Source: an optimization exercise on an open RTL-to-GDS flow (aim: small area, a short achievable clock period and few clock cycles per item). Production flows keep margins and buffers that such runs may drop.
RTL that was checked went through simulation tests only; none was proved equivalent to the original.
No activity file was given, so power comes from the tool's default toggle rates.

AL:
==> module int8_to_smag, before the edit <==
module int8_to_smag
(
    input  conv_pkg::int8_t value,
    output conv_pkg::smag_t smag
);
    assign smag = value;
endmodule
==> module smag_to_bf16, before the edit <==
module smag_to_bf16
(
    input  conv_pkg::smag_t smag,
    output conv_pkg::bf16_t result
);
    localparam logic [7:0] EXP_BIAS = 8'd127;
    logic [6:0] mag;
    logic [2:0] msb_pos;
    logic [7:0] aligned;
    assign mag = smag[7] ? ((smag[6:0] == 7'd0) ? 7'h7F : (~smag[6:0] + 7'd1))
                         : smag[6:0];
    always_comb begin
        msb_pos = 3'd0;
        for (int i = 0; i < 7; i++) begin
            if (mag[i])
                msb_pos = 3'(i);    
        end
    end
    assign aligned = {1'b0, mag} << (3'd7 - msb_pos);
    assign result = (mag == 7'd0) ? 16'h0000
                                  : {smag[7], EXP_BIAS + 8'(msb_pos), aligned[6:0]};
endmodule
clock: 8.0 ns
lec_check: 0
abc_area: 1
cap_margin: 20
core_margin: 2
core_utilization: 40
slew_margin: 20
standard.sh (not shown) runs the stock make flow with config.mk's settings and CLKGATE_MAP_FILE= SYNTH_SCRIPT=/design/flow/synth_recipe.tcl, a recipe that flattens the netlist after the stock synthesis.
==> flow/flow/run.sh <==
#!/bin/bash
# Standard layout, with the port buffers made from the smallest buffer cell.
set -euo pipefail
export BUFFER_PORTS_ARGS="-buffer_cell sky130_fd_sc_hd__buf_1"
bash standard.sh finish > standard.log 2>&1
Setup changes, AL to JK
--- a/flow/design.v
+++ b/flow/design.v
@@ -9,23 +9,25 @@
 module int8_to_smag
 (
     input  conv_pkg::int8_t value,
     output conv_pkg::smag_t smag
 );
-    assign smag = value;
+    logic [6:0] mag;
+    assign mag = value[7] ? ((value[6:0] == 7'd0) ? 7'h7F : (~value[6:0] + 7'd1))
+                          : value[6:0];
+    assign smag = {value[7], mag};
 endmodule
 module smag_to_bf16
 (
     input  conv_pkg::smag_t smag,
     output conv_pkg::bf16_t result
 );
     localparam logic [7:0] EXP_BIAS = 8'd127;
     logic [6:0] mag;
     logic [2:0] msb_pos;
     logic [7:0] aligned;
-    assign mag = smag[7] ? ((smag[6:0] == 7'd0) ? 7'h7F : (~smag[6:0] + 7'd1))
-                         : smag[6:0];
+    assign mag = smag[6:0];
     always_comb begin
         msb_pos = 3'd0;
         for (int i = 0; i < 7; i++) begin
             if (mag[i])
                 msb_pos = 3'(i);    
==> notes.md <==
Sort AL and JK by sequential share of power, ascending, and AL comes first.
JK vs. AL: final wirelength rose 140 um, relative area change from synthesis to final layout rose 0.70 points, count of non-filler cells in the finished layout fell 15, maximum achievable frequency rose about 16%.
Count of routing violations after the opening detailed-route iteration delta for JK relative to AL: 32 higher
As far as via total after detailed routing is concerned, JK and AL perform about the same.
[diff] setup slack, JK relative to AL: improvement
Overall die height was higher in AL than in JK.
Changes observed in JK relative to AL: multi-input combinational area share has decreased, sequential share of layout area has increased, routed length on met3 has decreased.
Function was not checked in any run of this note: the RTL went through the layout flow alone.

* * *

Setup of run Z:
The RTL this note starts from:
==> flow/design.v <==
`timescale 1ns/100ps
package conv_pkg;
    typedef logic signed [7:0] int8_t;
    typedef logic [16-1:0] bf16_t;
    typedef logic [9:0] smag_t;
    typedef logic [4*16-1:0] chunk_t;
    function automatic smag_t step1(input logic [7:0] v);
        logic [6:0] m;
        logic z4;
        m = v[7] ? ((v[6:0] == 7'd0) ? 7'h7F : (~v[6:0] + 7'd1)) : v[6:0];
        z4 = v[7] ? (&v[6:3] && |v[2:0]) : (v[6:3] == 4'd0);
        step1 = {1'b0, z4, v[7], m};
    endfunction
    function automatic smag_t step2(input smag_t t);
        logic z4;
        z4 = t[8];
        step2 = {1'b0, z4, t[7], z4 ? {t[2:0], 4'd0} : t[6:0]};
    endfunction
    function automatic smag_t step3(input smag_t t);
        logic z2;
        z2 = (t[6:5] == 2'd0);
        step3 = {z2, t[8], t[7], z2 ? {t[4:0], 2'd0} : t[6:0]};
    endfunction
    function automatic smag_t step4(input smag_t t);
        logic z1;
        z1 = !t[6];
        step4 = {t[9], t[8], t[7], z1, z1 ? {t[4:0], 1'b0} : t[5:0]};
    endfunction
    function automatic bf16_t finish(input smag_t t);
        logic z4, z2, z1, s;
        logic [7:0] e;
        z2 = t[9]; z4 = t[8]; s = t[7]; z1 = t[6];
        e[7]   = !(z4 && z2);
        e[6:3] = {4{z4 && z2 && !z1}};
        e[2]   = !(z4 ^ z2) && !(z4 && z2 && z1);
        e[1]   = z2 && !(z4 && z1);
        e[0]   = !z1;
        finish = {s, e, t[5:0], 1'b0};
    endfunction
    function automatic smag_t steps(input smag_t t, input int from, input int to);
        smag_t r;
        r = t;
        if (from < 2 && to >= 2) r = step2(r);
        if (from < 3 && to >= 3) r = step3(r);
        if (from < 4 && to >= 4) r = step4(r);
        steps = r;
    endfunction
endpackage
`timescale 1ns/100ps
module int8_to_smag #(parameter int CUT = 2)
(
    input  conv_pkg::int8_t value,
    output conv_pkg::smag_t smag
);
    assign smag = conv_pkg::steps(conv_pkg::step1(value), 1, CUT);
endmodule
module smag_to_bf16 #(parameter int CUT = 2)
(
    input  conv_pkg::smag_t smag,
    output conv_pkg::bf16_t result
);
    assign result = conv_pkg::finish(conv_pkg::steps(smag, CUT, 4));
endmodule
`timescale 1ns/100ps
module line_assembler
(
    input  logic                  half_sel,
    input  logic [64-1:0] mem_data_in,
    output conv_pkg::smag_t [3:0] smag
);
    logic [64/2-1:0] half;
    assign half = half_sel ? mem_data_in[64-1:64/2]
                           : mem_data_in[64/2-1:0];
    for (genvar i = 0; i < 4; i++) begin : g_lane
        int8_to_smag u_smag (
            .value (half[i*8 +: 8]),
            .smag  (smag[i])
        );
    end
endmodule
`timescale 1ns/100ps
module tile_buffer
(
    input  logic                  clk,
    input  conv_pkg::smag_t [3:0] smag_in,
    output logic [64-1:0] res_data_out
);
    conv_pkg::smag_t [3:0] smag_q;
    always_ff @(posedge clk)
        smag_q <= smag_in;
    for (genvar i = 0; i < 4; i++) begin : g_lane
        smag_to_bf16 u_conv (
            .smag   (smag_q[i]),
            .result (res_data_out[i*16 +: 16])
        );
    end
endmodule
`timescale 1ns/100ps
module tile_word_counter
(
    input  logic       clk,
    input  logic       rd_active,
    output logic [5:0] rd_word,
    output logic [5:0] wr_word,
    output logic       rd_last
);
    logic [6:0] seq;
    logic       fb;
    assign fb = seq[5] ^ seq[4] ^ (seq[4:0] == 5'd0);
    always_ff @(posedge clk) begin
        if (!rd_active)
            seq <= '0;
        else
            seq <= {seq[5:0], fb};
    end
    assign rd_word = seq[5:0];
    assign wr_word = seq[6:1];
    assign rd_last = (seq[5:0] == 6'b100000);
endmodule
`timescale 1ns/100ps
module tile_ctrl_fsm
(
    input  logic     clk,
    input  logic     rst,
    input  logic     comp_enb,
    input  logic     rd_last,
    output logic     rd_active,
    output logic     wr_active,
    output logic     busy,
    output logic     done
);
    always_ff @(posedge clk) begin
        if (rst) begin
            rd_active <= 1'b0;
            wr_active <= 1'b0;
        end else begin
            if (rd_active)
                rd_active <= !rd_last;
            else
                rd_active <= comp_enb && !wr_active;    
            wr_active <= rd_active;
        end
    end
    assign busy = rd_active;
    assign done = wr_active && !rd_active;    
endmodule
`timescale 1ns/100ps
module tile_convert_top
(
    input  logic                   clk,
    input  logic                   rst,
    input  logic                   comp_enb,
    output logic                   busy,
    output logic                   done,
    output logic [16-1:0] mem_addr,
    output logic                   mem_read_enb,
    input  logic [64-1:0]  mem_data_in,
    output logic [16-1:0] res_addr,
    output logic [64-1:0]  res_data_out,
    output logic                   res_write_enb
);
    logic                  rd_active;
    logic                  wr_active;
    logic                  rd_last;
    logic [5:0]            rd_word;
    logic [5:0]            wr_word;
    conv_pkg::smag_t [3:0] smag;
    tile_ctrl_fsm u_fsm (
        .clk       (clk),
        .rst       (rst),
        .comp_enb  (comp_enb),
        .rd_last   (rd_last),
        .rd_active (rd_active),
        .wr_active (wr_active),
        .busy      (busy),
        .done      (done)
    );
    tile_word_counter u_counter (
        .clk       (clk),
        .rd_active (rd_active),
        .rd_word   (rd_word),
        .wr_word   (wr_word),
        .rd_last   (rd_last)
    );
    line_assembler u_assembler (
        .half_sel    (rd_word[0]),
        .mem_data_in (mem_data_in),
        .smag        (smag)
    );
    tile_buffer u_buffer (
        .clk          (clk),
        .smag_in      (smag),
        .res_data_out (res_data_out)
    );
    assign mem_addr      = {11'd0, rd_word[5:1]};
    assign res_addr      = {10'd0, wr_word};
    assign mem_read_enb  = rd_active;
    assign res_write_enb = wr_active;
endmodule
==> flow/config.mk <==
export PLATFORM = sky130hd
export DESIGN_NAME = tile_convert_top
export DESIGN_NICKNAME = tile_convert_top
export VERILOG_FILES = /design/flow/design.v
export SDC_FILE = /design/flow/constraint.sdc
export NUM_CORES = 4
export LEC_CHECK = 0
export CAP_MARGIN = 20
export CORE_MARGIN = 2
export CORE_UTILIZATION = 40
export SETUP_SLACK_MARGIN = 4.65
export SLEW_MARGIN = 20
==> flow/constraint.sdc <==
create_clock -name core_clock -period 8.0 [get_ports {clk}]
set_input_delay 1.6000 -clock core_clock [delete_from_list [all_inputs] [get_ports {clk}]]
set_output_delay 1.6000 -clock core_clock [all_outputs]
set_load 0.01 [all_outputs]
==> flow/flow/run.sh <==
#!/bin/bash
# Standard layout with these changes:
#  - synthesis maps the logic with ABC's area script replaced by abc.script,
#    and without the adder extraction (ADDER_MAP_FILE empty); everything else,
#    register names included, is the standard synthesis; the run stops with
#    an error if its registers differ from the standard synthesis's;
#  - the port buffers are made from the smallest buffer cell;
#  - clock tree synthesis inserts no dummy loads and picks its buffers
#    from clkbuf_4 and clkbuf_8;
#  - one tie cell drives all constant outputs.
# Each tool's output goes to a log of its own in this folder.
set -euo pipefail
here=$(pwd)
res=$here/orfs/results/$FLOW_PLATFORM/tile_convert_top/base

# The standard synthesis, kept for its registers
bash standard.sh synth > synth_standard.log 2>&1
cp $res/1_2_yosys.v $here/standard_synth.v
rm -rf $here/orfs

# ORFS's scripts with the area ABC script replaced
cp -r $FLOW_HOME/scripts $here/scripts
cp $here/flow/abc.script $here/scripts/abc_area.script
bash standard.sh synth SCRIPTS_DIR=$here/scripts ABC_AREA=1 ADDER_MAP_FILE= > synth.log 2>&1
python3 $here/flow/sameregs.py $here/standard_synth.v $res/1_2_yosys.v > sameregs.log 2>&1

export BUFFER_PORTS_ARGS="-buffer_cell sky130_fd_sc_hd__buf_1"
export CTS_ARGS="-sink_clustering_enable -repair_clock_nets -dont_use_dummy_load -buf_list {sky130_fd_sc_hd__clkbuf_4 sky130_fd_sc_hd__clkbuf_8}"
export SKIP_REPAIR_TIE_FANOUT=1
bash standard.sh finish > standard.log 2>&1
==> flow/flow/abc.script <==
strash
dch -f
amap
strash
dch -f
amap
==> flow/flow/sameregs.py <==
# sameregs.py A.v B.v: exit 0 when both netlists hold the same flip-flops
# (instance names and cell types), else 1.
import re, sys
def regs(path):
    text = open(path).read()
    return sorted(re.findall(r'^\s*(sky130_fd_sc_hd__(?:df|edf|sdf|dl)\w*)\s+(\\\S+|\w+)\s*\(', text, re.M), key=lambda t: t[1])
a, b = regs(sys.argv[1]), regs(sys.argv[2])
print(f"{len(a)} registers in {sys.argv[1]}, {len(b)} in {sys.argv[2]}")
if a != b:
    for x in sorted(set(a) ^ set(b))[:20]:
        print("differs:", x)
    sys.exit(1)
print("same registers")
diff inputs: run Z => run H
--- a/flow/design.v
+++ b/flow/design.v
@@ -5,16 +5,14 @@
     typedef logic [9:0] smag_t;
     typedef logic [4*16-1:0] chunk_t;
     function automatic smag_t step1(input logic [7:0] v);
         logic [6:0] m;
-        logic z4;
         m = v[7] ? ((v[6:0] == 7'd0) ? 7'h7F : (~v[6:0] + 7'd1)) : v[6:0];
-        z4 = v[7] ? (&v[6:3] && |v[2:0]) : (v[6:3] == 4'd0);
-        step1 = {1'b0, z4, v[7], m};
+        step1 = {2'b00, v[7], m};
     endfunction
     function automatic smag_t step2(input smag_t t);
         logic z4;
-        z4 = t[8];
+        z4 = (t[6:3] == 4'd0);
         step2 = {1'b0, z4, t[7], z4 ? {t[2:0], 4'd0} : t[6:0]};
     endfunction
     function automatic smag_t step3(input smag_t t);
         logic z2;
@@ -46,16 +44,16 @@
         steps = r;
     endfunction
 endpackage
 `timescale 1ns/100ps
-module int8_to_smag #(parameter int CUT = 2)
+module int8_to_smag #(parameter int CUT = 1)
 (
     input  conv_pkg::int8_t value,
     output conv_pkg::smag_t smag
 );
     assign smag = conv_pkg::steps(conv_pkg::step1(value), 1, CUT);
 endmodule
-module smag_to_bf16 #(parameter int CUT = 2)
+module smag_to_bf16 #(parameter int CUT = 1)
 (
     input  conv_pkg::smag_t smag,
     output conv_pkg::bf16_t result
 );
Notes after the runs:
In run H, multi-input logic area is higher than in run Z.
Run H ends up with higher final net count than run Z does.
First-iteration DRC count in run H vs run Z: up 25
Run H vs run Z: cell-internal power up by more than a quarter
Run H against run Z: maximum frequency dropped about 11%, minimum clock period grew by 0.40 ns.
Run H ended with every stage complete and zero timing, DRC or antenna violations.
Comparing run Z and run H, the lower clock share of power is on run H.
Run Z → run H: global-route met1 utilization went up; wire length on met3 saw an increase; synthesized cell count -23; routed wire length now sits higher.
No functional check of the RTL was part of any run of this note.

* * *

== cedar ==
tile_convert_top, a different RTL version from the one above (not shown whole).
For scale: ~360 cells after synthesis, roughly 45 flip-flops, roughly 170 I/O pins, ~2700 um^2 of cells after synthesis.
==> module int8_to_smag, before the edit <==
module int8_to_smag #(parameter int CUT = 2)
(
    input  conv_pkg::int8_t value,
    output conv_pkg::smag_t smag
);
    assign smag = conv_pkg::steps(conv_pkg::step1(value), 1, CUT);
endmodule
==> module smag_to_bf16, before the edit <==
module smag_to_bf16 #(parameter int CUT = 2)
(
    input  conv_pkg::smag_t smag,
    output conv_pkg::bf16_t result
);
    assign result = conv_pkg::finish(conv_pkg::steps(smag, CUT, 4));
endmodule
Settings: LEC_CHECK=0, CAP_MARGIN=20, CORE_MARGIN=2, CORE_UTILIZATION=40, SETUP_SLACK_MARGIN=4.65, SLEW_MARGIN=20; clock period 8.0 ns.
Scripts as last shown in full above: flow/flow/run.sh, flow/flow/abc.script, flow/flow/sameregs.py
Testbench counts of cedar, summed over its fixed seeds: cycles 4,224, tiles 64.
#### Input delta (pine over cedar)
--- a/flow/design.v
+++ b/flow/design.v
@@ -43,18 +43,18 @@
         if (from < 4 && to >= 4) r = step4(r);
         steps = r;
     endfunction
 endpackage
 `timescale 1ns/100ps
-module int8_to_smag #(parameter int CUT = 2)
+module int8_to_smag #(parameter int CUT = 3)
 (
     input  conv_pkg::int8_t value,
     output conv_pkg::smag_t smag
 );
     assign smag = conv_pkg::steps(conv_pkg::step1(value), 1, CUT);
 endmodule
-module smag_to_bf16 #(parameter int CUT = 2)
+module smag_to_bf16 #(parameter int CUT = 3)
 (
     input  conv_pkg::smag_t smag,
     output conv_pkg::bf16_t result
 );
     assign result = conv_pkg::finish(conv_pkg::steps(smag, CUT, 4));
## What came out
- Between pine and cedar, the routing usage on met1 figures differ only marginally.
- pine vs. cedar: fraction of area in clock buffers and inverters went down by 0.59 points.
- In summary, pine completed successfully, with a layout that passed the timing, DRC and antenna checks.
- Hold slack: pine and cedar compared, lower one is cedar
- Delta (pine minus cedar): post-route cell area has increased, fraction of registers with async set or reset after synthesis has remained practically unchanged, overall power of the completed layout has increased.
For pine, only the layout was checked, not whether the RTL still works.

what the ideal ports hide:
The results above use ideal ports. As a check the final layouts listed here were re-extracted and re-timed, cells and wires unchanged. Step 1, drivers: a clkbuf_16 drives clk and a buf_2 each remaining input, both assumed. Step 2, shift: input delay + t, output delay - t, t = (earliest + latest rising clock arrival at the registers) / 2. This alone moves slack from input paths to output paths. Three values: ideal, step 1, step 2; two values: the first two.
run	shift t [ns]	slack for setup (ns)	clock arrival spread, ns
AL	0.314	3.790 / 3.759 / 4.073	0.008 / 0.009
JK	0.315	4.368 / 4.339 / 4.654	0.009 / 0.008
run Z	0.310	4.778 / 4.749 / 4.664	0.025 / 0.026
run H	0.311	4.373 / 4.345 / 4.656	0.022 / 0.022
cedar	0.310	4.839 / 4.812 / 4.564	0.019 / 0.019
pine	0.322	4.494 / 4.501 / 4.179	0.018 / 0.019
After both steps every run listed still meets setup and hold. For pine, which loses most, drivers alone change the setup slack by +0.007 ns; drivers and shift together by -0.315 ns.
